Context: an optimization exercise on an open-source flow, tuned for small area, a short achievable clock period and few clock cycles. The choices shown serve that exercise and are no tape-out recipe.
Only simulation tests tie the RTL to the original design; equivalence was not proved.
No activity file was given, so power comes from the tool's default toggle rates.

$ cat config.mk
export PLATFORM = sky130hd
export DESIGN_NAME = sa_top
export DESIGN_NICKNAME = sa_top
export VERILOG_FILES = /design/flow/design.v
export SDC_FILE = /design/flow/constraint.sdc
export NUM_CORES = 4
export LEC_CHECK = 0
export CAP_MARGIN = 20
export CORE_MARGIN = 2
export CORE_UTILIZATION = 40
export PLACE_DENSITY = 0.6
export SETUP_SLACK_MARGIN = 5
export SLEW_MARGIN = 20
export TNS_END_PERCENT = 5
$ cat constraint.sdc
create_clock -name core_clock -period 10.5 [get_ports {clk}]
set_input_delay 2.1000 -clock core_clock [delete_from_list [all_inputs] [get_ports {clk}]]
set_output_delay 2.1000 -clock core_clock [all_outputs]
set_load 0.01 [all_outputs]
$ cat design.v
package sa_pkg;
  localparam int ROWS = 4;
  localparam int COLS = 4;
  localparam int W_IN  = 8;
  localparam int W_ACC = 24;
  localparam int AXIL_DATA_W = 32;
  localparam int AXIL_ADDR_W = 8;
  localparam logic [AXIL_ADDR_W-1:0] REG_CTRL    = 8'h00;
  localparam logic [AXIL_ADDR_W-1:0] REG_BEATS   = 8'h04;
  localparam logic [AXIL_ADDR_W-1:0] REG_PACKETS = 8'h08;
  localparam logic [1:0] RESP_OKAY = 2'b00;
endpackage
module axil_csr (
  input  logic                           clk,
  input  logic                           rst,
  input  logic [sa_pkg::AXIL_ADDR_W-1:0] awaddr,
  input  logic                           awvalid,
  input  logic [sa_pkg::AXIL_DATA_W-1:0] wdata,
  input  logic [3:0]                     wstrb,
  input  logic                           wvalid,
  input  logic                           bready,
  input  logic [sa_pkg::AXIL_ADDR_W-1:0] araddr,
  input  logic                           arvalid,
  input  logic                           rready,
  input  logic                           beat_acc,
  input  logic                           pkt_done,
  output logic                           awready,
  output logic                           wready,
  output logic [1:0]                     bresp,
  output logic                           bvalid,
  output logic                           arready,
  output logic [sa_pkg::AXIL_DATA_W-1:0] rdata,
  output logic [1:0]                     rresp,
  output logic                           rvalid,
  output logic                           ctrl_enable,
  output logic                           ctrl_clamp
);
  localparam int AXIL_DATA_W = sa_pkg::AXIL_DATA_W;
  localparam int AXIL_ADDR_W = sa_pkg::AXIL_ADDR_W;
  logic                   awready_q;
  logic                   bvalid_q;
  logic                   arready_q;
  logic                   rvalid_q;
  logic [1:0]             rsel_q;    
  logic [AXIL_DATA_W-1:0] beats_q;
  logic [AXIL_DATA_W-1:0] pkts_q;
  logic [1:0]             ctrl_q;    
  logic                   wr_fire;
  logic                   rd_fire;
  assign wr_fire = awready_q & awvalid & wvalid;
  assign rd_fire = arready_q & arvalid;
  always_ff @(posedge clk) begin
    if (rst) begin
      awready_q <= 1'b0;
      bvalid_q  <= 1'b0;
    end else begin
      awready_q <= ~awready_q & ~bvalid_q & awvalid & wvalid;
      if (wr_fire) begin
        bvalid_q <= 1'b1;
      end else if (bready) begin
        bvalid_q <= 1'b0;
      end
    end
  end
  always_ff @(posedge clk) begin
    if (rst) begin
      ctrl_q <= '0;
    end else if (wr_fire && awaddr[AXIL_ADDR_W-1:2] == '0 && wstrb[0]) begin
      ctrl_q <= wdata[1:0];
    end
  end
  always_ff @(posedge clk) begin
    if (rst) begin
      beats_q <= '0;
      pkts_q  <= '0;
    end else begin
      if (beat_acc) begin
        beats_q <= beats_q + 1'b1;
      end
      if (pkt_done) begin
        pkts_q <= pkts_q + 1'b1;
      end
    end
  end
  always_ff @(posedge clk) begin
    if (rst) begin
      arready_q <= 1'b0;
      rvalid_q  <= 1'b0;
    end else begin
      arready_q <= ~arready_q & ~rvalid_q & arvalid;
      if (rd_fire) begin
        rvalid_q <= 1'b1;
      end else if (rready) begin
        rvalid_q <= 1'b0;
      end
    end
  end
  always_ff @(posedge clk) begin
    if (rd_fire) begin
      if (araddr[AXIL_ADDR_W-1:4] != '0) begin
        rsel_q <= 2'd0;
      end else begin
        case (araddr[3:2])
          2'd0:    rsel_q <= 2'd1;
          2'd1:    rsel_q <= 2'd2;
          2'd2:    rsel_q <= 2'd3;
          default: rsel_q <= 2'd0;
        endcase
      end
    end
  end
  always_comb begin
    case (rsel_q)
      2'd1:    rdata = {30'b0, ctrl_q};
      2'd2:    rdata = beats_q;
      2'd3:    rdata = pkts_q;
      default: rdata = '0;
    endcase
  end
  assign awready     = awready_q;
  assign wready      = awready_q;
  assign bresp       = sa_pkg::RESP_OKAY;
  assign bvalid      = bvalid_q;
  assign arready     = arready_q;
  assign rresp       = sa_pkg::RESP_OKAY;
  assign rvalid      = rvalid_q;
  assign ctrl_enable = ctrl_q[0];
  assign ctrl_clamp  = ctrl_q[1];
endmodule
module mac_grid #(
  parameter int ROWS = sa_pkg::ROWS,
  parameter int COLS = sa_pkg::COLS
) (
  input  logic                                         clk,
  input  logic                                         rst,
  input  logic                                         ctrl_enable,
  input  logic [COLS-1:0][sa_pkg::W_IN-1:0]            k_data,
  input  logic                                         k_last,
  input  logic                                         k_valid,
  output logic                                         k_ready,
  input  logic [ROWS-1:0][sa_pkg::W_IN-1:0]            x_data,
  output logic                                         x_ready,
  input  logic [ROWS-1:0][sa_pkg::W_ACC-1:0]           a_data,
  input  logic                                         a_valid,
  output logic                                         a_ready,
  input  logic                                         y_ready,
  output logic                                         y_valid,
  output logic                                         y_last,
  output logic [COLS-1:0]                              out_sel,
  output logic [ROWS-1:0][COLS-1:0][sa_pkg::W_ACC-1:0] bank,
  output logic                                         beat_acc,
  output logic                                         pkt_done
);
  localparam int W_IN  = sa_pkg::W_IN;
  localparam int W_ACC = sa_pkg::W_ACC;
  logic [COLS-1:0]                      d_v;
  logic [COLS-1:0]                      d_first;
  logic [COLS-1:0]                      d_last;
  logic [COLS-1:0][ROWS-1:0][W_IN-1:0]  d_x;
  logic [COLS-1:0][COLS-1:0][W_IN-1:0]  d_k;
  logic [COLS-1:0]                      s_v;
  logic [COLS-1:0]                      s_first;
  logic [COLS-1:0]                      s_last;
  logic [COLS-1:0][ROWS-1:0][W_IN-1:0]  s_x;
  logic [COLS-1:0][COLS-1:0][W_IN-1:0]  s_k;
  logic                                 first_q;
  logic [COLS-1:0]                      done_q;
  logic [COLS-1:0]                      out_oh_q;    
  logic [1:0]                           a_col_q;
  logic [COLS-1:0]                      take;
  logic [COLS-1:0]                      go;
  logic                                 y_fire;
  logic                                 a_fire;
  logic                                 in_fire;
  always_comb begin
    for (int c = 0; c < COLS; c++) begin
      d_v[c]     = s_v[c];
      d_first[c] = s_first[c];
      d_last[c]  = s_last[c];
      d_x[c]     = s_x[c];
      d_k[c]     = s_k[c];
    end
  end
  function automatic logic [COLS+1:0] flow (input logic yr, input logic av,
                                            input logic [COLS-1:0] v,
                                            input logic [COLS-1:0] first,
                                            input logic [COLS-1:0] done,
                                            input logic [COLS-1:0] ocol,
                                            input logic [1:0] acol,
                                            input logic en);
    logic [COLS-1:0] free;
    logic [COLS-1:0] ok;
    logic [COLS-1:0] a_ok;
    logic [COLS:0]   move;
    logic [COLS-1:0] g;
    logic            ar;
    for (int c = 0; c < COLS; c++) begin
      free[c] = ~done[c] | (yr & ocol[c]);
      a_ok[c] = free[c] & (acol == 2'(c));
      ok[c]   = ~first[c] | (a_ok[c] & av);
    end
    move[COLS] = 1'b1;
    for (int c = COLS - 1; c >= 0; c--) begin
      move[c] = ~v[c] | (ok[c] & move[c+1]);
    end
    ar = 1'b0;
    for (int c = 0; c < COLS; c++) begin
      ar = ar | (v[c] & first[c] & a_ok[c] & move[c+1]);
      g[c] = v[c] & ok[c] & move[c+1];
    end
    flow = {en & move[0], ar, g};
  endfunction
  logic [COLS+1:0] f00, f01, f10, f11, f;
  assign f00 = flow(1'b0, 1'b0, d_v, d_first, done_q, out_oh_q, a_col_q, ctrl_enable);
  assign f01 = flow(1'b0, 1'b1, d_v, d_first, done_q, out_oh_q, a_col_q, ctrl_enable);
  assign f10 = flow(1'b1, 1'b0, d_v, d_first, done_q, out_oh_q, a_col_q, ctrl_enable);
  assign f11 = flow(1'b1, 1'b1, d_v, d_first, done_q, out_oh_q, a_col_q, ctrl_enable);
  assign f   = y_ready ? (a_valid ? f11 : f10) : (a_valid ? f01 : f00);
  assign go      = f[COLS-1:0];
  assign a_ready = f[COLS];
  assign k_ready = f[COLS+1];
  assign x_ready = f[COLS+1];
  assign y_valid  = |(done_q & out_oh_q);
  assign y_last   = out_oh_q[COLS-1];
  assign y_fire   = y_valid & y_ready;
  assign a_fire   = a_valid & a_ready;
  assign out_sel  = out_oh_q;
  assign pkt_done = y_fire & y_last;
  assign in_fire  = k_valid & k_ready;
  assign beat_acc = in_fire;
  always_comb begin
    for (int c = 0; c < COLS; c++) begin
      take[c] = y_fire & out_oh_q[c];
    end
  end
  always_ff @(posedge clk) begin
    if (rst) begin
      first_q   <= 1'b1;
      done_q    <= '0;
      out_oh_q  <= COLS'(1);
      a_col_q   <= '0;
    end else begin
      if (in_fire) begin
        first_q <= k_last;
      end
      done_q <= (done_q & ~take) | (go & d_last);
      if (y_fire) begin
        out_oh_q <= {out_oh_q[COLS-2:0], out_oh_q[COLS-1]};
      end
      if (a_fire) begin
        a_col_q <= a_col_q + 1'b1;
      end
    end
  end
  logic [COLS-1:0] s_move;
  always_comb begin
    for (int c = 0; c < COLS; c++) begin
      s_move[c] = ~s_v[c] | go[c];
    end
  end
  always_ff @(posedge clk) begin
    if (rst) begin
      s_v <= '0;
    end else begin
      if (s_move[0]) s_v[0] <= in_fire;
      for (int c = 1; c < COLS; c++) begin
        if (s_move[c]) s_v[c] <= go[c-1];
      end
    end
  end
  always_ff @(posedge clk) begin
    if (s_move[0]) begin
      s_first[0] <= first_q;
      s_last[0]  <= k_last;
      s_x[0]     <= x_data;
      s_k[0]     <= k_data;
    end
    for (int c = 1; c < COLS; c++) begin
      if (s_move[c]) begin
        s_first[c] <= d_first[c-1];
        s_last[c]  <= d_last[c-1];
        s_x[c]     <= d_x[c-1];
        s_k[c]     <= d_k[c-1];
      end
    end
  end
  logic [COLS-1:0][ROWS-1:0][W_ACC-1:0] nxt;
  for (genvar c = 0; c < COLS; c++) begin : g_col
    for (genvar r = 0; r < ROWS; r++) begin : g_row
      mac_unit mac_i (
        .base (d_first[c] ? a_data[r] : bank[r][c]),
        .x    (d_x[c][r]),
        .k    (d_k[c][c]),
        .y    (nxt[c][r])
      );
    end
  end
  always_ff @(posedge clk) begin
    for (int c = 0; c < COLS; c++) begin
      if (go[c]) begin
        for (int r = 0; r < ROWS; r++) begin
          bank[r][c] <= nxt[c][r];
        end
      end
    end
  end
endmodule
module mac_unit (
  input  logic [23:0] base,
  input  logic [7:0]  x,
  input  logic [7:0]  k,
  output logic [23:0] y
);
  logic [8:0] xe; assign xe = {x[7], x};
  logic one0, two0, neg0;
  assign one0 = k[0] ^ 1'b0;
  assign two0 = (k[1] & ~k[0] & ~1'b0) | (~k[1] & k[0] & 1'b0);
  assign neg0 = k[1] & ~(k[0] & 1'b0);
  logic t0_0; assign t0_0 = ((one0 & xe[0]) | (two0 & 1'b0)) ^ neg0;
  logic t0_1; assign t0_1 = ((one0 & xe[1]) | (two0 & xe[0])) ^ neg0;
  logic t0_2; assign t0_2 = ((one0 & xe[2]) | (two0 & xe[1])) ^ neg0;
  logic t0_3; assign t0_3 = ((one0 & xe[3]) | (two0 & xe[2])) ^ neg0;
  logic t0_4; assign t0_4 = ((one0 & xe[4]) | (two0 & xe[3])) ^ neg0;
  logic t0_5; assign t0_5 = ((one0 & xe[5]) | (two0 & xe[4])) ^ neg0;
  logic t0_6; assign t0_6 = ((one0 & xe[6]) | (two0 & xe[5])) ^ neg0;
  logic t0_7; assign t0_7 = ((one0 & xe[7]) | (two0 & xe[6])) ^ neg0;
  logic t0_8; assign t0_8 = ~(((one0 & xe[8]) | (two0 & xe[7])) ^ neg0);
  logic one1, two1, neg1;
  assign one1 = k[2] ^ k[1];
  assign two1 = (k[3] & ~k[2] & ~k[1]) | (~k[3] & k[2] & k[1]);
  assign neg1 = k[3] & ~(k[2] & k[1]);
  logic t1_0; assign t1_0 = ((one1 & xe[0]) | (two1 & 1'b0)) ^ neg1;
  logic t1_1; assign t1_1 = ((one1 & xe[1]) | (two1 & xe[0])) ^ neg1;
  logic t1_2; assign t1_2 = ((one1 & xe[2]) | (two1 & xe[1])) ^ neg1;
  logic t1_3; assign t1_3 = ((one1 & xe[3]) | (two1 & xe[2])) ^ neg1;
  logic t1_4; assign t1_4 = ((one1 & xe[4]) | (two1 & xe[3])) ^ neg1;
  logic t1_5; assign t1_5 = ((one1 & xe[5]) | (two1 & xe[4])) ^ neg1;
  logic t1_6; assign t1_6 = ((one1 & xe[6]) | (two1 & xe[5])) ^ neg1;
  logic t1_7; assign t1_7 = ((one1 & xe[7]) | (two1 & xe[6])) ^ neg1;
  logic t1_8; assign t1_8 = ~(((one1 & xe[8]) | (two1 & xe[7])) ^ neg1);
  logic one2, two2, neg2;
  assign one2 = k[4] ^ k[3];
  assign two2 = (k[5] & ~k[4] & ~k[3]) | (~k[5] & k[4] & k[3]);
  assign neg2 = k[5] & ~(k[4] & k[3]);
  logic t2_0; assign t2_0 = ((one2 & xe[0]) | (two2 & 1'b0)) ^ neg2;
  logic t2_1; assign t2_1 = ((one2 & xe[1]) | (two2 & xe[0])) ^ neg2;
  logic t2_2; assign t2_2 = ((one2 & xe[2]) | (two2 & xe[1])) ^ neg2;
  logic t2_3; assign t2_3 = ((one2 & xe[3]) | (two2 & xe[2])) ^ neg2;
  logic t2_4; assign t2_4 = ((one2 & xe[4]) | (two2 & xe[3])) ^ neg2;
  logic t2_5; assign t2_5 = ((one2 & xe[5]) | (two2 & xe[4])) ^ neg2;
  logic t2_6; assign t2_6 = ((one2 & xe[6]) | (two2 & xe[5])) ^ neg2;
  logic t2_7; assign t2_7 = ((one2 & xe[7]) | (two2 & xe[6])) ^ neg2;
  logic t2_8; assign t2_8 = ~(((one2 & xe[8]) | (two2 & xe[7])) ^ neg2);
  logic one3, two3, neg3;
  assign one3 = k[6] ^ k[5];
  assign two3 = (k[7] & ~k[6] & ~k[5]) | (~k[7] & k[6] & k[5]);
  assign neg3 = k[7] & ~(k[6] & k[5]);
  logic t3_0; assign t3_0 = ((one3 & xe[0]) | (two3 & 1'b0)) ^ neg3;
  logic t3_1; assign t3_1 = ((one3 & xe[1]) | (two3 & xe[0])) ^ neg3;
  logic t3_2; assign t3_2 = ((one3 & xe[2]) | (two3 & xe[1])) ^ neg3;
  logic t3_3; assign t3_3 = ((one3 & xe[3]) | (two3 & xe[2])) ^ neg3;
  logic t3_4; assign t3_4 = ((one3 & xe[4]) | (two3 & xe[3])) ^ neg3;
  logic t3_5; assign t3_5 = ((one3 & xe[5]) | (two3 & xe[4])) ^ neg3;
  logic t3_6; assign t3_6 = ((one3 & xe[6]) | (two3 & xe[5])) ^ neg3;
  logic t3_7; assign t3_7 = ((one3 & xe[7]) | (two3 & xe[6])) ^ neg3;
  logic t3_8; assign t3_8 = ~(((one3 & xe[8]) | (two3 & xe[7])) ^ neg3);
  logic fs1, fc1; assign fs1 = t0_4 ^ t1_2 ^ t2_0; assign fc1 = (t0_4 & t1_2) | (t0_4 & t2_0) | (t1_2 & t2_0);
  logic fs2, fc2; assign fs2 = t0_5 ^ t1_3 ^ t2_1; assign fc2 = (t0_5 & t1_3) | (t0_5 & t2_1) | (t1_3 & t2_1);
  logic fs3, fc3; assign fs3 = t0_6 ^ t1_4 ^ t2_2; assign fc3 = (t0_6 & t1_4) | (t0_6 & t2_2) | (t1_4 & t2_2);
  logic fs4, fc4; assign fs4 = t3_0 ^ neg3 ^ base[6]; assign fc4 = (t3_0 & neg3) | (t3_0 & base[6]) | (neg3 & base[6]);
  logic fs5, fc5; assign fs5 = t0_7 ^ t1_5 ^ t2_3; assign fc5 = (t0_7 & t1_5) | (t0_7 & t2_3) | (t1_5 & t2_3);
  logic hs6, hc6; assign hs6 = t3_1 ^ base[7]; assign hc6 = t3_1 & base[7];
  logic fs7, fc7; assign fs7 = t0_8 ^ t1_6 ^ t2_4; assign fc7 = (t0_8 & t1_6) | (t0_8 & t2_4) | (t1_6 & t2_4);
  logic fs8, fc8; assign fs8 = t3_2 ^ base[8] ^ 1'b1; assign fc8 = (t3_2 & base[8]) | (t3_2 & 1'b1) | (base[8] & 1'b1);
  logic fs9, fc9; assign fs9 = t1_7 ^ t2_5 ^ t3_3; assign fc9 = (t1_7 & t2_5) | (t1_7 & t3_3) | (t2_5 & t3_3);
  logic hs10, hc10; assign hs10 = base[9] ^ 1'b1; assign hc10 = base[9] & 1'b1;
  logic fs11, fc11; assign fs11 = t1_8 ^ t2_6 ^ t3_4; assign fc11 = (t1_8 & t2_6) | (t1_8 & t3_4) | (t2_6 & t3_4);
  logic fs12, fc12; assign fs12 = t2_7 ^ t3_5 ^ base[11]; assign fc12 = (t2_7 & t3_5) | (t2_7 & base[11]) | (t3_5 & base[11]);
  logic fs13, fc13; assign fs13 = t0_2 ^ t1_0 ^ neg1; assign fc13 = (t0_2 & t1_0) | (t0_2 & neg1) | (t1_0 & neg1);
  logic fs14, fc14; assign fs14 = t0_3 ^ t1_1 ^ base[3]; assign fc14 = (t0_3 & t1_1) | (t0_3 & base[3]) | (t1_1 & base[3]);
  logic fs15, fc15; assign fs15 = fs1 ^ neg2 ^ base[4]; assign fc15 = (fs1 & neg2) | (fs1 & base[4]) | (neg2 & base[4]);
  logic fs16, fc16; assign fs16 = fc1 ^ fs2 ^ base[5]; assign fc16 = (fc1 & fs2) | (fc1 & base[5]) | (fs2 & base[5]);
  logic fs17, fc17; assign fs17 = fc2 ^ fs3 ^ fs4; assign fc17 = (fc2 & fs3) | (fc2 & fs4) | (fs3 & fs4);
  logic fs18, fc18; assign fs18 = fc3 ^ fc4 ^ fs5; assign fc18 = (fc3 & fc4) | (fc3 & fs5) | (fc4 & fs5);
  logic fs19, fc19; assign fs19 = fc5 ^ hc6 ^ fs7; assign fc19 = (fc5 & hc6) | (fc5 & fs7) | (hc6 & fs7);
  logic fs20, fc20; assign fs20 = fc7 ^ fc8 ^ fs9; assign fc20 = (fc7 & fc8) | (fc7 & fs9) | (fc8 & fs9);
  logic fs21, fc21; assign fs21 = fc9 ^ hc10 ^ fs11; assign fc21 = (fc9 & hc10) | (fc9 & fs11) | (hc10 & fs11);
  logic fs22, fc22; assign fs22 = fc11 ^ fs12 ^ 1'b1; assign fc22 = (fc11 & fs12) | (fc11 & 1'b1) | (fs12 & 1'b1);
  logic fs23, fc23; assign fs23 = fc12 ^ t2_8 ^ t3_6; assign fc23 = (fc12 & t2_8) | (fc12 & t3_6) | (t2_8 & t3_6);
  logic fs24, fc24; assign fs24 = t3_7 ^ base[13] ^ 1'b1; assign fc24 = (t3_7 & base[13]) | (t3_7 & 1'b1) | (base[13] & 1'b1);
  logic fs25, fc25; assign fs25 = t0_0 ^ neg0 ^ base[0]; assign fc25 = (t0_0 & neg0) | (t0_0 & base[0]) | (neg0 & base[0]);
  logic hs26, hc26; assign hs26 = t0_1 ^ base[1]; assign hc26 = t0_1 & base[1];
  logic hs27, hc27; assign hs27 = fs13 ^ base[2]; assign hc27 = fs13 & base[2];
  logic hs28, hc28; assign hs28 = fc13 ^ fs14; assign hc28 = fc13 & fs14;
  logic hs29, hc29; assign hs29 = fc14 ^ fs15; assign hc29 = fc14 & fs15;
  logic hs30, hc30; assign hs30 = fc15 ^ fs16; assign hc30 = fc15 & fs16;
  logic hs31, hc31; assign hs31 = fc16 ^ fs17; assign hc31 = fc16 & fs17;
  logic fs32, fc32; assign fs32 = fc17 ^ fs18 ^ hs6; assign fc32 = (fc17 & fs18) | (fc17 & hs6) | (fs18 & hs6);
  logic fs33, fc33; assign fs33 = fc18 ^ fs19 ^ fs8; assign fc33 = (fc18 & fs19) | (fc18 & fs8) | (fs19 & fs8);
  logic fs34, fc34; assign fs34 = fc19 ^ fs20 ^ hs10; assign fc34 = (fc19 & fs20) | (fc19 & hs10) | (fs20 & hs10);
  logic fs35, fc35; assign fs35 = fc20 ^ fs21 ^ base[10]; assign fc35 = (fc20 & fs21) | (fc20 & base[10]) | (fs21 & base[10]);
  logic hs36, hc36; assign hs36 = fc21 ^ fs22; assign hc36 = fc21 & fs22;
  logic fs37, fc37; assign fs37 = fc22 ^ fs23 ^ base[12]; assign fc37 = (fc22 & fs23) | (fc22 & base[12]) | (fs23 & base[12]);
  logic hs38, hc38; assign hs38 = fc23 ^ fs24; assign hc38 = fc23 & fs24;
  logic fs39, fc39; assign fs39 = fc24 ^ t3_8 ^ base[14]; assign fc39 = (fc24 & t3_8) | (fc24 & base[14]) | (t3_8 & base[14]);
  logic hs40, hc40; assign hs40 = base[15] ^ 1'b1; assign hc40 = base[15] & 1'b1;
  logic hs41, hc41; assign hs41 = base[16] ^ 1'b1; assign hc41 = base[16] & 1'b1;
  logic hs42, hc42; assign hs42 = base[17] ^ 1'b1; assign hc42 = base[17] & 1'b1;
  logic hs43, hc43; assign hs43 = base[18] ^ 1'b1; assign hc43 = base[18] & 1'b1;
  logic hs44, hc44; assign hs44 = base[19] ^ 1'b1; assign hc44 = base[19] & 1'b1;
  logic hs45, hc45; assign hs45 = base[20] ^ 1'b1; assign hc45 = base[20] & 1'b1;
  logic hs46, hc46; assign hs46 = base[21] ^ 1'b1; assign hc46 = base[21] & 1'b1;
  logic hs47, hc47; assign hs47 = base[22] ^ 1'b1; assign hc47 = base[22] & 1'b1;
  logic hs48, hc48; assign hs48 = base[23] ^ 1'b1; assign hc48 = base[23] & 1'b1;
  logic [23:0] ra, rb, lo;
  assign ra = {hc47, hc46, hc45, hc44, hc43, hc42, hc41, hc40, fc39, hc38, fc37, hc36, fc35, fc34, fc33, fc32, hc31, hc30, hc29, hc28, hc27, hc26, fc25, fs25};
  assign rb = {hs48, hs47, hs46, hs45, hs44, hs43, hs42, hs41, hs40, fs39, hs38, fs37, hs36, fs35, fs34, fs33, fs32, hs31, hs30, hs29, hs28, hs27, hs26, 1'b0};
  logic [23:0] g0, p0;
  assign g0 = ra & rb; assign p0 = ra ^ rb;
  logic pg1; assign pg1 = g0[1] | (p0[1] & g0[0]);
  logic pp1; assign pp1 = p0[1] & p0[0];
  logic pg2; assign pg2 = g0[3] | (p0[3] & g0[2]);
  logic pp2; assign pp2 = p0[3] & p0[2];
  logic pg3; assign pg3 = g0[5] | (p0[5] & g0[4]);
  logic pp3; assign pp3 = p0[5] & p0[4];
  logic pg4; assign pg4 = g0[7] | (p0[7] & g0[6]);
  logic pp4; assign pp4 = p0[7] & p0[6];
  logic pg5; assign pg5 = g0[9] | (p0[9] & g0[8]);
  logic pp5; assign pp5 = p0[9] & p0[8];
  logic pg6; assign pg6 = g0[11] | (p0[11] & g0[10]);
  logic pp6; assign pp6 = p0[11] & p0[10];
  logic pg7; assign pg7 = g0[13] | (p0[13] & g0[12]);
  logic pp7; assign pp7 = p0[13] & p0[12];
  logic pg8; assign pg8 = g0[15] | (p0[15] & g0[14]);
  logic pp8; assign pp8 = p0[15] & p0[14];
  logic pg9; assign pg9 = g0[17] | (p0[17] & g0[16]);
  logic pp9; assign pp9 = p0[17] & p0[16];
  logic pg10; assign pg10 = g0[19] | (p0[19] & g0[18]);
  logic pp10; assign pp10 = p0[19] & p0[18];
  logic pg11; assign pg11 = g0[21] | (p0[21] & g0[20]);
  logic pp11; assign pp11 = p0[21] & p0[20];
  logic pg12; assign pg12 = g0[23] | (p0[23] & g0[22]);
  logic pp12; assign pp12 = p0[23] & p0[22];
  logic pg13; assign pg13 = pg2 | (pp2 & pg1);
  logic pp13; assign pp13 = pp2 & pp1;
  logic pg14; assign pg14 = pg4 | (pp4 & pg3);
  logic pp14; assign pp14 = pp4 & pp3;
  logic pg15; assign pg15 = pg6 | (pp6 & pg5);
  logic pp15; assign pp15 = pp6 & pp5;
  logic pg16; assign pg16 = pg8 | (pp8 & pg7);
  logic pp16; assign pp16 = pp8 & pp7;
  logic pg17; assign pg17 = pg10 | (pp10 & pg9);
  logic pp17; assign pp17 = pp10 & pp9;
  logic pg18; assign pg18 = pg12 | (pp12 & pg11);
  logic pp18; assign pp18 = pp12 & pp11;
  logic pg19; assign pg19 = pg14 | (pp14 & pg13);
  logic pp19; assign pp19 = pp14 & pp13;
  logic pg20; assign pg20 = pg16 | (pp16 & pg15);
  logic pp20; assign pp20 = pp16 & pp15;
  logic pg21; assign pg21 = pg18 | (pp18 & pg17);
  logic pp21; assign pp21 = pp18 & pp17;
  logic pg22; assign pg22 = pg20 | (pp20 & pg19);
  logic pp22; assign pp22 = pp20 & pp19;
  logic pg23; assign pg23 = pg21 | (pp21 & pg22);
  logic pp23; assign pp23 = pp21 & pp22;
  logic pg24; assign pg24 = pg15 | (pp15 & pg19);
  logic pp24; assign pp24 = pp15 & pp19;
  logic pg25; assign pg25 = pg17 | (pp17 & pg22);
  logic pp25; assign pp25 = pp17 & pp22;
  logic pg26; assign pg26 = pg3 | (pp3 & pg13);
  logic pp26; assign pp26 = pp3 & pp13;
  logic pg27; assign pg27 = pg5 | (pp5 & pg19);
  logic pp27; assign pp27 = pp5 & pp19;
  logic pg28; assign pg28 = pg7 | (pp7 & pg24);
  logic pp28; assign pp28 = pp7 & pp24;
  logic pg29; assign pg29 = pg9 | (pp9 & pg22);
  logic pp29; assign pp29 = pp9 & pp22;
  logic pg30; assign pg30 = pg11 | (pp11 & pg25);
  logic pp30; assign pp30 = pp11 & pp25;
  logic pg31; assign pg31 = g0[2] | (p0[2] & pg1);
  logic pp31; assign pp31 = p0[2] & pp1;
  logic pg32; assign pg32 = g0[4] | (p0[4] & pg13);
  logic pp32; assign pp32 = p0[4] & pp13;
  logic pg33; assign pg33 = g0[6] | (p0[6] & pg26);
  logic pp33; assign pp33 = p0[6] & pp26;
  logic pg34; assign pg34 = g0[8] | (p0[8] & pg19);
  logic pp34; assign pp34 = p0[8] & pp19;
  logic pg35; assign pg35 = g0[10] | (p0[10] & pg27);
  logic pp35; assign pp35 = p0[10] & pp27;
  logic pg36; assign pg36 = g0[12] | (p0[12] & pg24);
  logic pp36; assign pp36 = p0[12] & pp24;
  logic pg37; assign pg37 = g0[14] | (p0[14] & pg28);
  logic pp37; assign pp37 = p0[14] & pp28;
  logic pg38; assign pg38 = g0[16] | (p0[16] & pg22);
  logic pp38; assign pp38 = p0[16] & pp22;
  logic pg39; assign pg39 = g0[18] | (p0[18] & pg29);
  logic pp39; assign pp39 = p0[18] & pp29;
  logic pg40; assign pg40 = g0[20] | (p0[20] & pg25);
  logic pp40; assign pp40 = p0[20] & pp25;
  logic pg41; assign pg41 = g0[22] | (p0[22] & pg30);
  logic pp41; assign pp41 = p0[22] & pp30;
  assign lo[0] = p0[0];
  assign lo[1] = p0[1] ^ g0[0];
  assign lo[2] = p0[2] ^ pg1;
  assign lo[3] = p0[3] ^ pg31;
  assign lo[4] = p0[4] ^ pg13;
  assign lo[5] = p0[5] ^ pg32;
  assign lo[6] = p0[6] ^ pg26;
  assign lo[7] = p0[7] ^ pg33;
  assign lo[8] = p0[8] ^ pg19;
  assign lo[9] = p0[9] ^ pg34;
  assign lo[10] = p0[10] ^ pg27;
  assign lo[11] = p0[11] ^ pg35;
  assign lo[12] = p0[12] ^ pg24;
  assign lo[13] = p0[13] ^ pg36;
  assign lo[14] = p0[14] ^ pg28;
  assign lo[15] = p0[15] ^ pg37;
  assign lo[16] = p0[16] ^ pg22;
  assign lo[17] = p0[17] ^ pg38;
  assign lo[18] = p0[18] ^ pg29;
  assign lo[19] = p0[19] ^ pg39;
  assign lo[20] = p0[20] ^ pg25;
  assign lo[21] = p0[21] ^ pg40;
  assign lo[22] = p0[22] ^ pg30;
  assign lo[23] = p0[23] ^ pg41;
  assign y = lo;
endmodule
module column_drain #(
  parameter int ROWS = sa_pkg::ROWS,
  parameter int COLS = sa_pkg::COLS
) (
  input  logic                                         ctrl_clamp,
  input  logic [ROWS-1:0][COLS-1:0][sa_pkg::W_ACC-1:0] bank,
  input  logic [COLS-1:0]                              out_sel,
  output logic [ROWS-1:0][sa_pkg::W_ACC-1:0]           y_data
);
  localparam int W_ACC = sa_pkg::W_ACC;
  logic [ROWS-1:0][COLS-1:0] sel;
  always_comb begin
    for (int r = 0; r < ROWS; r++) begin
      y_data[r] = '0;
      for (int c = 0; c < COLS; c++) begin
        sel[r][c] = out_sel[c] & ~(ctrl_clamp & bank[r][c][W_ACC-1]);
        y_data[r] = y_data[r] | ({W_ACC{sel[r][c]}} & bank[r][c]);
      end
    end
  end
endmodule
module sa_top #(
  parameter int ROWS = sa_pkg::ROWS,
  parameter int COLS = sa_pkg::COLS
) (
  input  logic                               clk,
  input  logic                               rst,
  input  logic [sa_pkg::AXIL_ADDR_W-1:0]     axil_awaddr,
  input  logic                               axil_awvalid,
  output logic                               axil_awready,
  input  logic [sa_pkg::AXIL_DATA_W-1:0]     axil_wdata,
  input  logic [3:0]                         axil_wstrb,
  input  logic                               axil_wvalid,
  output logic                               axil_wready,
  output logic [1:0]                         axil_bresp,
  output logic                               axil_bvalid,
  input  logic                               axil_bready,
  input  logic [sa_pkg::AXIL_ADDR_W-1:0]     axil_araddr,
  input  logic                               axil_arvalid,
  output logic                               axil_arready,
  output logic [sa_pkg::AXIL_DATA_W-1:0]     axil_rdata,
  output logic [1:0]                         axil_rresp,
  output logic                               axil_rvalid,
  input  logic                               axil_rready,
  input  logic [COLS-1:0][sa_pkg::W_IN-1:0]  k_data,
  input  logic                               k_last,
  input  logic                               k_valid,
  output logic                               k_ready,
  input  logic [ROWS-1:0][sa_pkg::W_IN-1:0]  x_data,
  input  logic                               x_last,
  input  logic                               x_valid,
  output logic                               x_ready,
  input  logic [ROWS-1:0][sa_pkg::W_ACC-1:0] a_data,
  input  logic                               a_valid,
  output logic                               a_ready,
  output logic [ROWS-1:0][sa_pkg::W_ACC-1:0] y_data,
  output logic                               y_last,
  output logic                               y_valid,
  input  logic                               y_ready
);
  localparam int W_ACC = sa_pkg::W_ACC;
  logic                                 ctrl_enable;
  logic                                 ctrl_clamp;
  logic                                 beat_acc;
  logic                                 pkt_done;
  logic [ROWS-1:0][COLS-1:0][W_ACC-1:0] bank;
  logic [COLS-1:0]                      out_sel;
  axil_csr csr_i (
    .clk         (clk),
    .rst         (rst),
    .awaddr      (axil_awaddr),
    .awvalid     (axil_awvalid),
    .wdata       (axil_wdata),
    .wstrb       (axil_wstrb),
    .wvalid      (axil_wvalid),
    .bready      (axil_bready),
    .araddr      (axil_araddr),
    .arvalid     (axil_arvalid),
    .rready      (axil_rready),
    .beat_acc    (beat_acc),
    .pkt_done    (pkt_done),
    .awready     (axil_awready),
    .wready      (axil_wready),
    .bresp       (axil_bresp),
    .bvalid      (axil_bvalid),
    .arready     (axil_arready),
    .rdata       (axil_rdata),
    .rresp       (axil_rresp),
    .rvalid      (axil_rvalid),
    .ctrl_enable (ctrl_enable),
    .ctrl_clamp  (ctrl_clamp)
  );
  mac_grid #(
    .ROWS (ROWS),
    .COLS (COLS)
  ) grid_i (
    .clk         (clk),
    .rst         (rst),
    .ctrl_enable (ctrl_enable),
    .k_data      (k_data),
    .k_last      (k_last & x_last),
    .k_valid     (k_valid & x_valid),
    .k_ready     (k_ready),
    .x_data      (x_data),
    .x_ready     (x_ready),
    .a_data      (a_data),
    .a_valid     (a_valid),
    .a_ready     (a_ready),
    .y_ready     (y_ready),
    .y_valid     (y_valid),
    .y_last      (y_last),
    .out_sel     (out_sel),
    .bank        (bank),
    .beat_acc    (beat_acc),
    .pkt_done    (pkt_done)
  );
  column_drain #(
    .ROWS (ROWS),
    .COLS (COLS)
  ) drain_i (
    .ctrl_clamp (ctrl_clamp),
    .bank       (bank),
    .out_sel    (out_sel),
    .y_data     (y_data)
  );
endmodule
$ cat run.sh
#!/bin/bash
# synth_recipe.tcl (not shown) runs the flow's synth.tcl, then flattens the netlist and writes it again
# the make line also repeats each setting of config.mk as NAME=value (left out here)
make -C /OpenROAD-flow-scripts/flow DESIGN_CONFIG=/design/flow/config.mk WORK_HOME=/design/flow/orfs CLKGATE_MAP_FILE= SYNTH_SCRIPT=/design/flow/synth_recipe.tcl finish
==> results.cfg, run 1 <==
[status]
run_status = complete, no violations

[logic_synthesis]
syn_area_um2 = 66300
ys_warn_count = 3
synth_top_family_by_area = adder cells
synthFlopType = edfxtp_1
syn_avg_cell_area_um2 = 10.5
synthMuxAreaShare = 0.0722
synthAdderAreaFrac = 0.268
async_flop_share = 0
postSynthCellCount = 6326
synth_xor_area_frac = 0.0980
synth_compound_area_frac = 0.133
ys_seq_area_frac = 0.298
yosysUniqueCellTypes = 69
yosys.area_share.simple = 0.0628
ys_ff_latch = 687
synth_edf_count = 602

[global_routing]
grt_pass1_wl_mm = 329
grt_pass1_vias = 51700
grt_use_total = 0.260
grt_antenna_before_repair = 24
grt_max_degree = 97
overflow = 0

[timing]
tightest_slew_ns = 0.994
slew_headroom = 0.332
drv_slew = 0
finalHoldViolations = 0
final.setup.tns_ns = 0
fmaxAchievable_ghz = 0.175
rsz0062_at_grt = true
post-route-min-period_ns = 5.70
setup_viol_count_final = 0
whs_ns = 0.404
finalClockSkew_ns = 0.0423
fin_crit_sh = 0.543

[setup_path]
end_kind = flop
critPathArrivalTime_ns = 6.17
critPathRequiredTime_ns = 10.97
path_max_fanout = 6
crit_type = flop to flop
critical_path.reg2reg.startpoint = grid_i.s_k[44]
rr_worst_depth = 23
worstSetupStartpointType = flop
startpoint = grid_i.s_k[44]

[power]
clkPwrFrac = 0.190
switching_power_w = 0.00699
peakVddDrop_mv = 0.202
swShare = 0.398
p_comb_frac = 0.593
internal_power_w = 0.0105
leakagePower_nw = 34.7
powerDensity_nw_per_um2 = 220
pwr-share-seq = 0.217

[floorplan]
initial_core_util = 0.402
dieWidth_um = 411
pin_count = 367
fp.dieArea_um2 = 169000
die_y_um = 411
core-area_um2 = 165000
rows = 149

[finish]
num-fill-cells = 14900
drive_above_1_share = 0.142
layout_common_cells = inv_1, edfxtp_1, fa_1
area_delta_synth_final_pct = 20.1
final_common_cell = inv_1
num-nets-final = 7957
final_cell_count_no_fill = 8914
postLayoutCoreUtil = 0.483

[cts]
clock_path_buffers = 3
cts_made_buffers = 92
ctsHoldBuffers = 0
cts_tree = built
clk_latency_ns = 0.74
cts.sinks = 687
root_buffer = clkbuf_16
htreeDepth = 3
clk_pin_slew_ns = 0.06

[route]
drcViolationCount = 0
firstDrtPassIters = 6
vias = 50500
via_per_inst = 5.66
finalWirelength_mm = 229
dr.first_iter.drc_count = 3970
postRouteAntennaNets = 0
wire_per_inst_um = 25.7

[placement]
gp_congestion = 0.906
numPortBuffers = 325
hpwl_mm = 157
place_inst = 8513

[min_path]
hold_depth = 0
hp-start = grid_i.s_k[16]
hold_class = flop to flop

[job]
drv_cap = 0
## stage by stage
step	total power, W	setup slack (ns)	area [um^2]
CTS	0.0170	4.83	77600
detailed placement	0.0130	2.80	71700
global route	0.0190	4.66	79600
floorplan	0.0108	4.62	66400
finish	0.0175	4.80	79600
global placement	0.0126	2.81	71700
## worst paths after layout
path	to	slack, ns
setup reg to reg	grid_i.bank[334]	4.80
setup / recovery	grid_i.bank[334]	4.80
hold / removal	grid_i.s_k[48]	0.40
hold reg to reg	grid_i.s_k[48]	0.40
## kinds of logic (layout without fill, tap and decap cells)
logic type / count (synthesis) / count (layout)
compound gates: 1301 / 1301
buf+inv: 1187 / 1574
fa+ha+maj: 1092 / 1092
simple gates: 856 / 856
xor+xnor: 742 / 742
flops: 687 / 687
mux: 460 / 460
other cells: 1 / 13
## cells in the mapped netlist (all sizes together), types with 28 or more instances
master / instances / area, um^2
a21boi: 29 / 218
a21o: 97 / 728
a21oi: 258 / 1290
a22oi: 532 / 3990
and3: 28 / 175
buf: 111 / 445
clkbuf: 315 / 1200
dfxtp: 85 / 1700
edfxtp: 602 / 18100
fa: 544 / 10900
ha: 548 / 6860
inv: 757 / 2840
mux2: 148 / 1670
mux2i: 312 / 3120
nand2: 341 / 1280
nand2b: 84 / 526
nand3: 79 / 405
nor2: 120 / 453
nor2b: 53 / 332
o211ai: 35 / 277
o21a: 39 / 293
o21ai: 177 / 886
or2: 33 / 206
xnor2: 366 / 3210
xor2: 376 / 3290
## worst max-delay path, stage by stage (launching register included)
cell	delay [ns]
edfxtp_1	0.52
buf_6	0.18
ha_4	0.15
nor2b_4	0.14
buf_12	0.14
inv_4	0.07
buf_12	0.16
buf_12	0.14
xnor2_1	0.14
fa_1	0.51
inv_1	0.05
fa_1	0.45
fa_1	0.48
ha_1	0.36
and3_1	0.17
o211ai_1	0.12
a21boi_1	0.23
o211ai_1	0.12
buf_4	0.18
a21oi_4	0.20
a31oi_4	0.11
o21a_1	0.21
fa_2	0.52
inv_1	0.04
## power by group through the flow
stage	Combinational [W]	Clock, W	Sequential (W)
6_report	0.0104	0.00332	0.00381
2_1_floorplan	0.00707	0	0.00378
5_1_grt	0.0117	0.00348	0.00382
3_5_place_dp	0.00913	0	0.00386
3_3_place_gp	0.00878	0	0.00386
4_1_cts	0.00977	0.00339	0.00381
## sequential cells by signal, indices dropped and copies added (netlist names)
register and flops:
grid_i.done_q 4, csr_i.rvalid_q 1, csr_i.bvalid_q 1, grid_i.s_last 4
csr_i.pkts_q 32, csr_i.arready_q 1, csr_i.awready_q 1, csr_i.rsel_q 2
grid_i.first_q 1, grid_i.a_col_q 2, grid_i.out_oh_q 4, grid_i.s_first 4
csr_i.ctrl_q 2, grid_i.s_v 4, csr_i.beats_q 32, grid_i.s_k 80
grid_i.bank 384, grid_i.s_x 128
## layout make-up
class / instances / area [um^2] / area share
multi-input cells: 4455 / 43900 / 0.551
flip-flops and latches: 687 / 19800 / 0.248
repair buffers: 643 / 7220 / 0.0907
inverters: 761 / 2870 / 0.0360
well taps: 2189 / 2740 / 0.0344
clock buffers: 118 / 2460 / 0.0309
clock inverters: 52 / 654 / 0.00822
diodes: 9 / 22.5 / 0.000283
## per-layer routing
metal  global-route usage  routed length, um  vias to the layer above
met5                    0                 62                        -
met4                0.130              14400                       10
met3               0.0419              16600                      539
met2                0.427             106000                     1957
met1                0.333              91400                    25400
li1                     -                  -                    22500
## what timing repair did
action	CTS	global route
pin swaps	74	146
setup buffers	104	85
gates resized for setup	365	215
endpoints found under the setup margin	258	148
cloned	21	12
Testbench counts, summed over its fixed seeds: cycles 5,239.
==> run 2: changes to the inputs <==
--- a/design.v
+++ b/design.v
@@ -443,60 +443,82 @@
   logic pp12; assign pp12 = p0[23] & p0[22];
-  logic pg13; assign pg13 = pg2 | (pp2 & pg1);
-  logic pp13; assign pp13 = pp2 & pp1;
-  logic pg14; assign pg14 = pg4 | (pp4 & pg3);
-  logic pp14; assign pp14 = pp4 & pp3;
-  logic pg15; assign pg15 = pg6 | (pp6 & pg5);
-  logic pp15; assign pp15 = pp6 & pp5;
-  logic pg16; assign pg16 = pg8 | (pp8 & pg7);
-  logic pp16; assign pp16 = pp8 & pp7;
-  logic pg17; assign pg17 = pg10 | (pp10 & pg9);
-  logic pp17; assign pp17 = pp10 & pp9;
-  logic pg18; assign pg18 = pg12 | (pp12 & pg11);
-  logic pp18; assign pp18 = pp12 & pp11;
-  logic pg19; assign pg19 = pg14 | (pp14 & pg13);
-  logic pp19; assign pp19 = pp14 & pp13;
-  logic pg20; assign pg20 = pg16 | (pp16 & pg15);
-  logic pp20; assign pp20 = pp16 & pp15;
-  logic pg21; assign pg21 = pg18 | (pp18 & pg17);
-  logic pp21; assign pp21 = pp18 & pp17;
-  logic pg22; assign pg22 = pg20 | (pp20 & pg19);
-  logic pp22; assign pp22 = pp20 & pp19;
-  logic pg23; assign pg23 = pg21 | (pp21 & pg22);
-  logic pp23; assign pp23 = pp21 & pp22;
-  logic pg24; assign pg24 = pg15 | (pp15 & pg19);
-  logic pp24; assign pp24 = pp15 & pp19;
-  logic pg25; assign pg25 = pg17 | (pp17 & pg22);
-  logic pp25; assign pp25 = pp17 & pp22;
-  logic pg26; assign pg26 = pg3 | (pp3 & pg13);
-  logic pp26; assign pp26 = pp3 & pp13;
-  logic pg27; assign pg27 = pg5 | (pp5 & pg19);
-  logic pp27; assign pp27 = pp5 & pp19;
-  logic pg28; assign pg28 = pg7 | (pp7 & pg24);
-  logic pp28; assign pp28 = pp7 & pp24;
-  logic pg29; assign pg29 = pg9 | (pp9 & pg22);
-  logic pp29; assign pp29 = pp9 & pp22;
-  logic pg30; assign pg30 = pg11 | (pp11 & pg25);
-  logic pp30; assign pp30 = pp11 & pp25;
-  logic pg31; assign pg31 = g0[2] | (p0[2] & pg1);
-  logic pp31; assign pp31 = p0[2] & pp1;
-  logic pg32; assign pg32 = g0[4] | (p0[4] & pg13);
-  logic pp32; assign pp32 = p0[4] & pp13;
-  logic pg33; assign pg33 = g0[6] | (p0[6] & pg26);
-  logic pp33; assign pp33 = p0[6] & pp26;
-  logic pg34; assign pg34 = g0[8] | (p0[8] & pg19);
-  logic pp34; assign pp34 = p0[8] & pp19;
-  logic pg35; assign pg35 = g0[10] | (p0[10] & pg27);
-  logic pp35; assign pp35 = p0[10] & pp27;
-  logic pg36; assign pg36 = g0[12] | (p0[12] & pg24);
-  logic pp36; assign pp36 = p0[12] & pp24;
-  logic pg37; assign pg37 = g0[14] | (p0[14] & pg28);
-  logic pp37; assign pp37 = p0[14] & pp28;
-  logic pg38; assign pg38 = g0[16] | (p0[16] & pg22);
-  logic pp38; assign pp38 = p0[16] & pp22;
-  logic pg39; assign pg39 = g0[18] | (p0[18] & pg29);
-  logic pp39; assign pp39 = p0[18] & pp29;
-  logic pg40; assign pg40 = g0[20] | (p0[20] & pg25);
-  logic pp40; assign pp40 = p0[20] & pp25;
-  logic pg41; assign pg41 = g0[22] | (p0[22] & pg30);
-  logic pp41; assign pp41 = p0[22] & pp30;
+  logic pg13; assign pg13 = g0[2] | (p0[2] & pg1);
+  logic pp13; assign pp13 = p0[2] & pp1;
+  logic pg14; assign pg14 = pg2 | (pp2 & pg1);
+  logic pp14; assign pp14 = pp2 & pp1;
+  logic pg15; assign pg15 = g0[6] | (p0[6] & pg3);
+  logic pp15; assign pp15 = p0[6] & pp3;
+  logic pg16; assign pg16 = pg4 | (pp4 & pg3);
+  logic pp16; assign pp16 = pp4 & pp3;
+  logic pg17; assign pg17 = g0[10] | (p0[10] & pg5);
+  logic pp17; assign pp17 = p0[10] & pp5;
+  logic pg18; assign pg18 = pg6 | (pp6 & pg5);
+  logic pp18; assign pp18 = pp6 & pp5;
+  logic pg19; assign pg19 = g0[14] | (p0[14] & pg7);
+  logic pp19; assign pp19 = p0[14] & pp7;
+  logic pg20; assign pg20 = pg8 | (pp8 & pg7);
+  logic pp20; assign pp20 = pp8 & pp7;
+  logic pg21; assign pg21 = g0[18] | (p0[18] & pg9);
+  logic pp21; assign pp21 = p0[18] & pp9;
+  logic pg22; assign pg22 = pg10 | (pp10 & pg9);
+  logic pp22; assign pp22 = pp10 & pp9;
+  logic pg23; assign pg23 = g0[22] | (p0[22] & pg11);
+  logic pp23; assign pp23 = p0[22] & pp11;
+  logic pg24; assign pg24 = pg12 | (pp12 & pg11);
+  logic pp24; assign pp24 = pp12 & pp11;
+  logic pg25; assign pg25 = g0[4] | (p0[4] & pg14);
+  logic pp25; assign pp25 = p0[4] & pp14;
+  logic pg26; assign pg26 = pg3 | (pp3 & pg14);
+  logic pp26; assign pp26 = pp3 & pp14;
+  logic pg27; assign pg27 = pg15 | (pp15 & pg14);
+  logic pp27; assign pp27 = pp15 & pp14;
+  logic pg28; assign pg28 = pg16 | (pp16 & pg14);
+  logic pp28; assign pp28 = pp16 & pp14;
+  logic pg29; assign pg29 = g0[12] | (p0[12] & pg18);
+  logic pp29; assign pp29 = p0[12] & pp18;
+  logic pg30; assign pg30 = pg7 | (pp7 & pg18);
+  logic pp30; assign pp30 = pp7 & pp18;
+  logic pg31; assign pg31 = pg19 | (pp19 & pg18);
+  logic pp31; assign pp31 = pp19 & pp18;
+  logic pg32; assign pg32 = pg20 | (pp20 & pg18);
+  logic pp32; assign pp32 = pp20 & pp18;
+  logic pg33; assign pg33 = g0[20] | (p0[20] & pg22);
+  logic pp33; assign pp33 = p0[20] & pp22;
+  logic pg34; assign pg34 = pg11 | (pp11 & pg22);
+  logic pp34; assign pp34 = pp11 & pp22;
+  logic pg35; assign pg35 = pg23 | (pp23 & pg22);
+  logic pp35; assign pp35 = pp23 & pp22;
+  logic pg36; assign pg36 = pg24 | (pp24 & pg22);
+  logic pp36; assign pp36 = pp24 & pp22;
+  logic pg37; assign pg37 = g0[8] | (p0[8] & pg28);
+  logic pp37; assign pp37 = p0[8] & pp28;
+  logic pg38; assign pg38 = pg5 | (pp5 & pg28);
+  logic pp38; assign pp38 = pp5 & pp28;
+  logic pg39; assign pg39 = pg17 | (pp17 & pg28);
+  logic pp39; assign pp39 = pp17 & pp28;
+  logic pg40; assign pg40 = pg18 | (pp18 & pg28);
+  logic pp40; assign pp40 = pp18 & pp28;
+  logic pg41; assign pg41 = pg29 | (pp29 & pg28);
+  logic pp41; assign pp41 = pp29 & pp28;
+  logic pg42; assign pg42 = pg30 | (pp30 & pg28);
+  logic pp42; assign pp42 = pp30 & pp28;
+  logic pg43; assign pg43 = pg31 | (pp31 & pg28);
+  logic pp43; assign pp43 = pp31 & pp28;
+  logic pg44; assign pg44 = pg32 | (pp32 & pg28);
+  logic pp44; assign pp44 = pp32 & pp28;
+  logic pg45; assign pg45 = g0[16] | (p0[16] & pg44);
+  logic pp45; assign pp45 = p0[16] & pp44;
+  logic pg46; assign pg46 = pg9 | (pp9 & pg44);
+  logic pp46; assign pp46 = pp9 & pp44;
+  logic pg47; assign pg47 = pg21 | (pp21 & pg44);
+  logic pp47; assign pp47 = pp21 & pp44;
+  logic pg48; assign pg48 = pg22 | (pp22 & pg44);
+  logic pp48; assign pp48 = pp22 & pp44;
+  logic pg49; assign pg49 = pg33 | (pp33 & pg44);
+  logic pp49; assign pp49 = pp33 & pp44;
+  logic pg50; assign pg50 = pg34 | (pp34 & pg44);
+  logic pp50; assign pp50 = pp34 & pp44;
+  logic pg51; assign pg51 = pg35 | (pp35 & pg44);
+  logic pp51; assign pp51 = pp35 & pp44;
+  logic pg52; assign pg52 = pg36 | (pp36 & pg44);
+  logic pp52; assign pp52 = pp36 & pp44;
   assign lo[0] = p0[0];
@@ -504,23 +526,23 @@
   assign lo[2] = p0[2] ^ pg1;
-  assign lo[3] = p0[3] ^ pg31;
-  assign lo[4] = p0[4] ^ pg13;
-  assign lo[5] = p0[5] ^ pg32;
+  assign lo[3] = p0[3] ^ pg13;
+  assign lo[4] = p0[4] ^ pg14;
+  assign lo[5] = p0[5] ^ pg25;
   assign lo[6] = p0[6] ^ pg26;
-  assign lo[7] = p0[7] ^ pg33;
-  assign lo[8] = p0[8] ^ pg19;
-  assign lo[9] = p0[9] ^ pg34;
-  assign lo[10] = p0[10] ^ pg27;
-  assign lo[11] = p0[11] ^ pg35;
-  assign lo[12] = p0[12] ^ pg24;
-  assign lo[13] = p0[13] ^ pg36;
-  assign lo[14] = p0[14] ^ pg28;
-  assign lo[15] = p0[15] ^ pg37;
-  assign lo[16] = p0[16] ^ pg22;
-  assign lo[17] = p0[17] ^ pg38;
-  assign lo[18] = p0[18] ^ pg29;
-  assign lo[19] = p0[19] ^ pg39;
-  assign lo[20] = p0[20] ^ pg25;
-  assign lo[21] = p0[21] ^ pg40;
-  assign lo[22] = p0[22] ^ pg30;
-  assign lo[23] = p0[23] ^ pg41;
+  assign lo[7] = p0[7] ^ pg27;
+  assign lo[8] = p0[8] ^ pg28;
+  assign lo[9] = p0[9] ^ pg37;
+  assign lo[10] = p0[10] ^ pg38;
+  assign lo[11] = p0[11] ^ pg39;
+  assign lo[12] = p0[12] ^ pg40;
+  assign lo[13] = p0[13] ^ pg41;
+  assign lo[14] = p0[14] ^ pg42;
+  assign lo[15] = p0[15] ^ pg43;
+  assign lo[16] = p0[16] ^ pg44;
+  assign lo[17] = p0[17] ^ pg45;
+  assign lo[18] = p0[18] ^ pg46;
+  assign lo[19] = p0[19] ^ pg47;
+  assign lo[20] = p0[20] ^ pg48;
+  assign lo[21] = p0[21] ^ pg49;
+  assign lo[22] = p0[22] ^ pg50;
+  assign lo[23] = p0[23] ^ pg51;
   assign y = lo;
==> flow/run.sh (new file) <==
#!/bin/bash
# The standard layout, with the smallest buffer on each input and output port
# (every port still gets its own buffer; the repair steps resize them where
# timing needs it). make's full output goes to standard.log.
set -euo pipefail
bash standard.sh "BUFFER_PORTS_ARGS=-buffer_cell sky130_fd_sc_hd__buf_1" finish > standard.log 2>&1
==> standard.sh (new file) <==
#!/bin/bash
# synth_recipe.tcl (not shown) runs the flow's synth.tcl, then flattens the netlist and writes it again
# the make line also repeats each setting of config.mk as NAME=value (left out here)
make -C /OpenROAD-flow-scripts/flow DESIGN_CONFIG=/design/flow/config.mk WORK_HOME=/design/flow/orfs CLKGATE_MAP_FILE= SYNTH_SCRIPT=/design/flow/synth_recipe.tcl "${@:-finish}"
removed: run.sh
==> run 2 against run 1 <==
  * Non-clock buffer count down 155
  * Clock-buffer cell count down 3
  * Clock power about the same
  * Cell area down 6.2%
  * Via count up 4.2%
  * Total power down 3.0%
  * Flip-flop and latch count unchanged
  * Critical path type is now primary input to flop
  * Largest cell class unchanged
  * Largest power group unchanged
==> results.cfg, run 2 <==
[timing]
fmaxAchievable_ghz = 0.178
setup_viol_count_final = 0
rsz0062_at_grt = true
finalHoldViolations = 0
final.setup.tns_ns = 0
fin_crit_sh = 0.534
slew_headroom = 0.211
drv_slew = 0
tightest_slew_ns = 1.18
post-route-min-period_ns = 5.61
finalClockSkew_ns = 0.0330

[route]
vias = 52600
finalWirelength_mm = 223
dr.first_iter.drc_count = 4478
wire_per_inst_um = 24.7
via_per_inst = 5.82
wl_met2_mm = 109
met1_length_mm = 86.5
wl_met3_mm = 16.0
top_layer = met5
drcViolationCount = 0
postRouteAntennaNets = 0
firstDrtPassIters = 7

[finish]
num-nets-final = 7975
final_common_cell = inv_1
area_delta_synth_final_pct = 12.1
largestRegisters = grid_i.bank: 384 flops, grid_i.s_x: 128 flops, grid_i.s_k: 80 flops
fin_area_um2 = 74700
largest_reg_flops = 384
drive_above_1_share = 0.0908
layout_common_cells = inv_1, edfxtp_1, ha_1
top_register = grid_i.bank

[cts]
cts_made_buffers = 93
ctsHoldBuffers = 0
cts.sinks = 687
clk_pin_slew_ns = 0.06
clk_latency_ns = 0.74
cts_tree = built
htreeDepth = 3
clock_path_buffers = 3
root_buffer = clkbuf_16

[power]
leakagePower_nw = 32.6
peakVddDrop_mv = 0.164
powerDensity_nw_per_um2 = 228

[logic_synthesis]
postSynthCellCount = 6609
yosysUniqueCellTypes = 69
synth_area_leaders = edfxtp_1, fa_1, ha_1
synthFlopType = edfxtp_1
yosys-top-cells-count = inv_1, edfxtp_1, ha_1
syn_avg_cell_area_um2 = 10.1
synth_most_common_cell = inv_1
synth_top_area_frac = 0.271
async_flop_share = 0
synth_edf_count = 602
ys_warn_count = 3
syn_area_um2 = 66600
synth_area_leader_cell = edfxtp_1
ys_seq_area_frac = 0.297
ys_ff_latch = 687

[floorplan]
fp.dieArea_um2 = 170000
rows = 149
pin_count = 367
core-area_um2 = 165000
die_y_um = 412
dieWidth_um = 412
initial_core_util = 0.403

[global_routing]
grt_max_degree = 102
grt_use_total = 0.252
grt_pass1_wl_mm = 325
grt_antenna_before_repair = 31
grt_pass1_vias = 53900
overflow = 0

[setup_path]
path_max_fanout = 4
critPathArrivalTime_ns = 6.22
crit_type = primary input to flop
critPathRequiredTime_ns = 11.12
critical-path-slowest-cell = a2111oi_0
end_kind = flop
max_stage_delay_ns = 0.46
worst_path_most_repeated_cell = fa_1
worstSetupStartpointType = primary input
path_cells = buf_1 -> mux2_2 -> fa_1 -> inv_1 -> fa_1 -> fa_1 -> inv_1 -> ha_1 -> a21o_1 -> a21o_1 -> a221o_1 -> nor3_1 -> o21ai_2 -> a2111oi_0 -> or3b_2

[job]
drv_cap = 0

[placement]
gp_congestion = 0.907
placed_cell_area_um2 = 69900
hpwl_mm = 157
numPortBuffers = 325

[min_path]
hold_class = flop to flop

[status]
run_status = complete, no violations
==> run 2: per-stage QoR <==
stage | worst slack, ns | instances | hold WS (ns) | util | power [W]
floorplan | 3.63 | 6612 | 0.400 | - | 0.0110
global placement | 3.23 | 8781 | 0.404 | 0.423 | 0.0129
detailed placement | 3.23 | 8781 | 0.405 | 0.423 | 0.0132
CTS | 4.88 | 8963 | 0.418 | 0.446 | 0.0167
global route | 4.86 | 9028 | 0.422 | 0.452 | 0.0184
finish | 4.89 | 9032 | 0.417 | 0.452 | 0.0170
==> run 2: critical path: cells and delay by family <==
kind | cells | cell delay (ns)
and+or+nand+nor | 2 | 0.41
adders and majority gates | 4 | 1.53
AOI/OAI and AO/OA | 5 | 1.38
buffers and inverters | 3 | 0.42
muxes | 1 | 0.37
==> run 2: cells by family (layout without fill, tap and decap cells) <==
kind of cell,after synthesis,in the layout,share of synthesized area
XOR/XNOR,746,746,0.0981
flip-flops,687,687,0.297
multiplexers,481,481,0.0746
adder cells (fa/ha/maj),996,996,0.236
AND/OR/NAND/NOR,1180,1180,0.0879
buffers and inverters,1147,1359,0.0659
AO/OA/AOI/OAI,1371,1373,0.141
other,1,21,0.0000563
==> run 2: where the power goes <==
part / internal [W] / switching, W
Clock: 0.00197 / 0.00136
Sequential: 0.00372 / 0.000105
Combinational: 0.00425 / 0.00560
==> run 2: path summary, 6_finish.rpt <==
path                       start          endpoint  slack [ns]  depth (start not counted)
hold reg to reg   grid_i.s_k[54]    grid_i.s_k[86]        0.42                          0
setup / recovery      a_data[83]  grid_i.bank[311]        4.89                         15
setup reg to reg  grid_i.s_k[40]  grid_i.bank[137]        4.97                         19
hold / removal    grid_i.s_k[54]    grid_i.s_k[86]        0.42                          0
==> run 2: layout make-up <==
cell class,instances,area (um^2)
antenna,17,42.5
tap,2189,2740
inverter,703,2700
multi-input combinational,4780,43100
fill,15600,90500
timing repair buffer,488,3220
clock buffer,115,2520
clock inverter,52,606
timing repair inverter,1,8.76
sequential,687,19800
==> run 2: per-layer routing <==
layer,GRT usage,vias up
met1,0.300,26400
met3,0.0407,553
met5,0,-
li1,-,23600
met2,0.440,2039
met4,0.120,4
==> run 2: timing repair <==
action	in CTS	in global routing
endpoints found under the setup margin	181	69
gates resized for setup	115	119
pin swaps	5	9
setup buffers	9	40
cloned	6	12
Testbench counts of run 2, summed over its fixed seeds: cycles 5,239.
==> run 3: changes to the inputs <==
--- a/config.mk
+++ b/config.mk
@@ -10,2 +10,4 @@
 export CORE_UTILIZATION = 40
+export CTS_CLUSTER_DIAMETER = 140
+export CTS_CLUSTER_SIZE = 24
 export PLACE_DENSITY = 0.6
==> run 3 against run 2 <==
  * Global-route usage shrank 0.30 points
  * Cell area is 2.6% lower
  * Total power decreased by 9.0%
  * Wire length decreased by 1.1%
  * Via count down 0.94%
  * Flip-flop and latch count is the same
  * Critical path depth shrank 8
  * Sequential share of layout area grew 0.70 points
  * First-iteration DRC count is 4.0% lower
  * Highest routed layer unchanged
  * Final cell count down 1.1%
  * Clock-buffer cell count is 70 lower
==> results.cfg, run 3 <==
[finish]
top_register = grid_i.bank
area_delta_synth_final_pct = 9.25
largestRegisters = grid_i.bank: 384 flops, grid_i.s_x: 128 flops, grid_i.s_k: 80 flops
drive_above_1_share = 0.0844
largest_reg_flops = 384
final_common_cell = inv_1
layout_common_cells = inv_1, edfxtp_1, ha_1
num-nets-final = 7930

[logic_synthesis]
async_flop_share = 0
synth_most_common_cell = inv_1
postSynthCellCount = 6609
synth_edf_count = 602
syn_area_um2 = 66600
synthFlopType = edfxtp_1
ys_seq_area_frac = 0.297
synth_top_area_frac = 0.271
synth_area_leaders = edfxtp_1, fa_1, ha_1
ys_ff_latch = 687
ys_warn_count = 3
synth_area_leader_cell = edfxtp_1
yosys-top-cells-count = inv_1, edfxtp_1, ha_1
syn_avg_cell_area_um2 = 10.1
yosysUniqueCellTypes = 69

[setup_path]
worstSetupStartpointType = primary input
end_kind = output pin
critPathRequiredTime_ns = 8.40
critPathArrivalTime_ns = 3.42
crit_type = primary input to output pin
reg2reg_slack_ns = 5.00
path_max_fanout = 11

[floorplan]
initial_core_util = 0.403
fp.dieArea_um2 = 170000
dieWidth_um = 412
die_y_um = 412
rows = 149
pin_count = 367
core-area_um2 = 165000

[global_routing]
overflow = 0
grt_antenna_before_repair = 29
grt_pass1_wl_mm = 322
grt_pass1_vias = 53300
grt_use_total = 0.249
grt_max_degree = 102

[placement]
pre_cts_ws_ns = 3.23
gp_congestion = 0.907
numPortBuffers = 325
hpwl_mm = 157

[power]
p_comb_frac = 0.642
internal_power_w = 0.00872
pwr-share-seq = 0.246
swShare = 0.437
clkPwrFrac = 0.111
peakVddDrop_mv = 0.149
powerDensity_nw_per_um2 = 213
leakagePower_nw = 31.6
switching_power_w = 0.00677

[cts]
clk_latency_ns = 0.67
root_buffer = clkbuf_16
ctsHoldBuffers = 0
clock_path_buffers = 3
cts_made_buffers = 36
htreeDepth = 2
clk_pin_slew_ns = 0.11
cts_tree = built
cts.sinks = 687

[route]
drcViolationCount = 0
postRouteAntennaNets = 0
finalWirelength_mm = 220
dr.first_iter.drc_count = 4297
via_per_inst = 5.84
vias = 52100
firstDrtPassIters = 9
wire_per_inst_um = 24.7

[timing]
rsz0062_at_grt = true
finalClockSkew_ns = 0.0480
fin_crit_sh = 0.525
tightest_slew_ns = 1.17
finalHoldViolations = 0
slew_headroom = 0.215
post-route-min-period_ns = 5.52
final.setup.tns_ns = 0
drv_slew = 0
setup_viol_count_final = 0
fin_ws_ns = 4.98
whs_ns = 0.415
fmaxAchievable_ghz = 0.181

[min_path]
hold_class = flop to flop

[job]
drv_cap = 0

[status]
run_status = complete, no violations
==> run 3: changes by cell type in the layout (fill, tap and decap cells not counted), moves of 8 or more <==
cell       previous run  this run
clkbuf_16           107        46
clkinv_1             15         1
clkinv_2             14         0
buf_4                93       105
bufinv_16            11         0
mux2i_1             353       344
mux2i_2               4        12
==> run 3: kinds of logic after synthesis <==
family / Yosys count / share of synthesized area
flip-flops: 687 / 0.297
XOR/XNOR: 746 / 0.0981
other: 1 / 0.0000563
AND/OR/NAND/NOR: 1180 / 0.0879
adder cells (fa/ha/maj): 996 / 0.236
multiplexers: 481 / 0.0746
AO/OA/AOI/OAI: 1371 / 0.141
buffers and inverters: 1147 / 0.0659
==> run 3: power groups by stage <==
stage               sequential [W]  clock (W)  combinational, W
global placement           0.00388          0           0.00904
CTS                        0.00381    0.00177           0.00952
finish                     0.00382    0.00172           0.00995
detailed placement         0.00388          0           0.00932
floorplan                  0.00379          0           0.00719
global route               0.00382    0.00184            0.0112
==> run 3: worst paths after layout <==
path	start	end	cells past startpoint
worst max-delay path	a_valid	k_ready	7
worst min-delay path	grid_i.s_k[8]	grid_i.s_k[40]	0
worst max register to register	grid_i.s_k[40]	grid_i.bank[137]	19
worst min register to register	grid_i.s_k[8]	grid_i.s_k[40]	0
==> run 3: what timing repair did <==
action                                  4_1_cts  5_1_grt
endpoints found under the setup margin      180       68
gates cloned                                  6        9
setup buffers                                 8       56
resized for setup                           113      138
pin swaps                                     4       12
==> run 3: layout make-up <==
class / count / area, um^2
repair inverters: 1 / 8.76
fillers: 15800 / 92400
multi-input cells: 4780 / 43200
flip-flops and latches: 687 / 19800
diodes: 15 / 37.5
clock buffers: 45 / 977
clock inverters: 10 / 90.1
inverters: 703 / 2690
repair buffers: 500 / 3270
well taps: 2189 / 2740
==> run 3: per-stage QoR <==
step                      instance area (um^2)  std cells  total power (W)   util
final                                    72800       8930           0.0155  0.441
after global routing                     72800       8929           0.0168  0.441
after CTS                                71500       8850           0.0151  0.433
after detailed placement                 69900       8781           0.0132  0.423
after global placement                   69900       8781           0.0129  0.423
after floorplan                          66600       6612           0.0110      -
==> run 3: metal layers <==
layer / up-vias / global-route usage / part of all wire
met5: - / 0 / 0.00011
met4: 4 / 0.110 / 0.048
met3: 487 / 0.0346 / 0.068
met2: 1938 / 0.438 / 0.49
met1: 26200 / 0.300 / 0.39
li1: 23500 / - / -
==> run 3: worst max-delay path, cell delays in order <==
cell and delay, ns:
buf_2 0.19, inv_1 0.16, a311oi_4 0.31, o21a_4 0.25, inv_16 0.08, and2_1 0.18, buf_1 0.12

re-timing with driven ports:
Ports are ideal in the flow. The routed layouts listed here were re-timed in OpenROAD. Step 1, drivers: a clkbuf_16 drives clk and a buf_2 each remaining input, both assumed. Step 2 adds t to the input delays and takes it off the output delays; t is the mean of the earliest and latest rising clock arrival at the registers after step 1. Input paths then give back, and output paths get back, about the clock's delay inside the block. a / b / c = ideal ports / drivers / drivers and shift; a / b = the first two.
run | t, ns | setup WS [ns] | worst hold slack (ns) | worst register clock-pin slew, ns
run 1 | 0.802 | 4.799 / 4.773 / 3.971 | 0.404 / 0.404 / 0.404 | 0.06 / 0.06
run 2 | 0.825 | 4.895 / 4.952 / 4.138 | 0.417 / 0.417 / 0.417 | 0.06 / 0.06
run 3 | 0.728 | 4.984 / 4.924 / 4.295 | 0.415 / 0.415 / 0.415 | 0.12 / 0.12
After both steps setup and hold are still met in every run listed. For run 1, which loses most, drivers alone change the setup slack by -0.026 ns; drivers and shift together by -0.828 ns.
